This design comes from an exercise in tuning for small area, a short achievable clock period and few clock cycles per item on the open sky130 flow, not from production work. The RTL was checked by simulation tests, not by an equivalence proof against the original design. Power and IR drop assume default switching activity.

==> inputs of run a <==
## riscv_small
module riscv_small #(
    parameter logic [31:0] RESET_PC = '0
) (
    input  logic        clk,
    input  logic        rst_n,
    input  logic        inst_ready,    
    input  logic [31:0] inst_data,
    output logic [31:0] inst_addr,
    output logic        inst_rd_en,
    input  logic        data_ready,    
    input  logic [31:0] data_rd,
    output logic        data_rd_en,
    output logic        data_wr_en,
    output logic [31:0] data_wr,
    output logic [31:0] data_addr
);
    localparam int FD = 3;             
    logic [31:2] pc;
    logic        rd_en_q;              
    logic [31:0] fq [FD];              
    logic [FD:0] fv;                   
    logic [FD:0] fvp;                  
    logic        e_we, e_ld, e_st;     
    logic [4:0]  e_rd;
    logic [31:0] e_a, e_b;             
    logic [31:0] e_sd;                 
    logic        e_fbM;
    logic        e_sub, e_sadd, e_sslt, e_ssh, e_left, e_arith;
    logic        e_sxor, e_sor, e_sand, e_scmp;
    logic        m_we, m_rden, m_wren;
    logic        m_mem;                
    logic        m_ldw;                
    logic [4:0]  m_rd;
    logic [31:0] m_res, m_sd;
    logic [31:0] m_fwd;                
    logic [31:0] m_val;
    logic stall, hold, d_go, cons, acc;
    assign stall = m_mem & !data_ready;
    assign inst_addr  = {pc, 2'b00};
    assign inst_rd_en = rd_en_q;
    assign acc = rd_en_q & inst_ready & (!fv[FD-1] | (fv[0] & !hold & !m_mem));
    assign fvp        = {fv[FD-1:0], 1'b1};
    always_ff @(posedge clk or negedge rst_n) begin
        if (!rst_n) begin
            pc      <= RESET_PC[31:2];
            rd_en_q <= 1'b0;
            fv      <= '0;
        end else begin
            rd_en_q <= 1'b1;
            if (acc)
                pc <= pc + 30'd1;
  ...
clock: 8.0 ns
lec_check: 0
cap_margin: 20
core_margin: 2
core_utilization: 40
cts_cluster_diameter: 60
cts_cluster_size: 20
setup_slack_margin: 4.8
slew_margin: 20
tns_end_percent: 100
standard.sh (not shown) runs the stock make flow with config.mk's settings and CLKGATE_MAP_FILE= SYNTH_SCRIPT=/design/flow/synth_recipe.tcl, a recipe that flattens the netlist after the stock synthesis.
==> flow/flow/run.sh <==
#!/bin/bash
# Standard layout, with plain buffers (not delay cells) on the ports.
set -euo pipefail
export BUFFER_PORTS_ARGS="-buffer_cell sky130_fd_sc_hd__buf_2"
bash standard.sh > standard_flow.log 2>&1
==> inputs of run b, as changes to run a <==
Settings changed: CAP_MARGIN 20 to 10, SETUP_SLACK_MARGIN 4.8 to 4.6, SLEW_MARGIN 20 to 10.
==> inputs of run c, as changes to run a <==
Settings changed: CTS_CLUSTER_SIZE 20 to 24, SETUP_SLACK_MARGIN 4.8 to 4.5.
==> metrics.yaml <==
pwr:
  peakVddDrop_uv: 205
grt:
  grt.met1_usage: 0.461
layout:
  final_cell_mix: "edfxtp_1 (1237), a22oi_1 (610), nand2_1 (345)"
  clk_share: 0.0558
cts:
  numCtsBuffers: 108
hold_path:
  min_from: "fq[0][3]"
sta:
  fmax_ghz: 0.269
  max_slew_margin: 0.220
critical_path:
  startpoint: "e_a[6]"
run_status:
  status: "no timing/DRC/antenna violations"
# the run above: run c

==> metrics.yaml <==
run_status:
  status: "no timing/DRC/antenna violations"
critical_path:
  startpoint: "fq[0][17]"
grt:
  grt.met1_usage: 0.466
sta:
  fmax_ghz: 0.297
  worst_pin_slew_ns: 1.28
  max_slew_margin: 0.146
hold_path:
  min_from: "fq[0][11]"
layout:
  final_cell_mix: "edfxtp_1 (1237), a22oi_1 (610), nand2_1 (342)"
pwr:
  peakVddDrop_uv: 180
synthesis:
  ys_seq_elements: 1343
# the run above: run a

==> metrics.yaml <==
run_status:
  status: "no timing/DRC/antenna violations"
sta:
  max_slew_margin: 0.202
  tns_ns: 0
  fmax_ghz: 0.282
critical_path:
  path_depth: 10
  startpoint: "e_a[11]"
layout:
  clk_share: 0.0520
  final_cell_mix: "edfxtp_1 (1237), a22oi_1 (609), nand2_1 (341)"
  fin_area_mm2: 0.0719
synthesis:
  synthCells: 4877
  synthMuxAreaShare: 0.0325
cts:
  cts-resized-gates: 206
grt:
  grt.met1_usage: 0.464
drt:
  drt-total-wl_um: 299000
hold_path:
  min_from: "fq[2][31]"
floorplanning:
  core_area_mm2: 0.154
pwr:
  internal-power_mw: 12.2
  peakVddDrop_uv: 185
# the run above: run b

Testbench counts of run a, summed over its fixed seeds: cycles 15,402, insts 11,832.
Testbench counts of run b, summed over its fixed seeds: cycles 15,402, insts 11,832.
Testbench counts of run c, summed over its fixed seeds: cycles 15,402, insts 11,832.

==> re-timing with driven ports <==
The flow's constraints put no driver on any port. The routed layouts listed below were extracted and timed again, unchanged, in two steps. Step 1 sets driving cells, clkbuf_16 on the clock port and buf_2 on the other inputs (assumed; they add their load-dependent delay and slew). Step 2 times the ports against the registers' clock, not the clock port: input delays grow and output delays shrink by t, the midpoint of the rising clock arrivals with the driver on. Three values: no drivers, after step 1, after step 2; two values: the first two.
run	t, ns	slack for setup (ns)	worst setup path after step 2	pins driven straight from the clock port
run a	0.845	4.632 / 4.632 / 4.350	input to register	1
run b	0.861	4.453 / 4.453 / 3.972	input to register	1
run c	0.862	4.280 / 4.280 / 3.973	input to register	1
After both steps every run listed still meets setup and hold. For run b, which loses most, drivers alone change the setup slack by 0.000 ns; drivers and shift together by -0.481 ns.
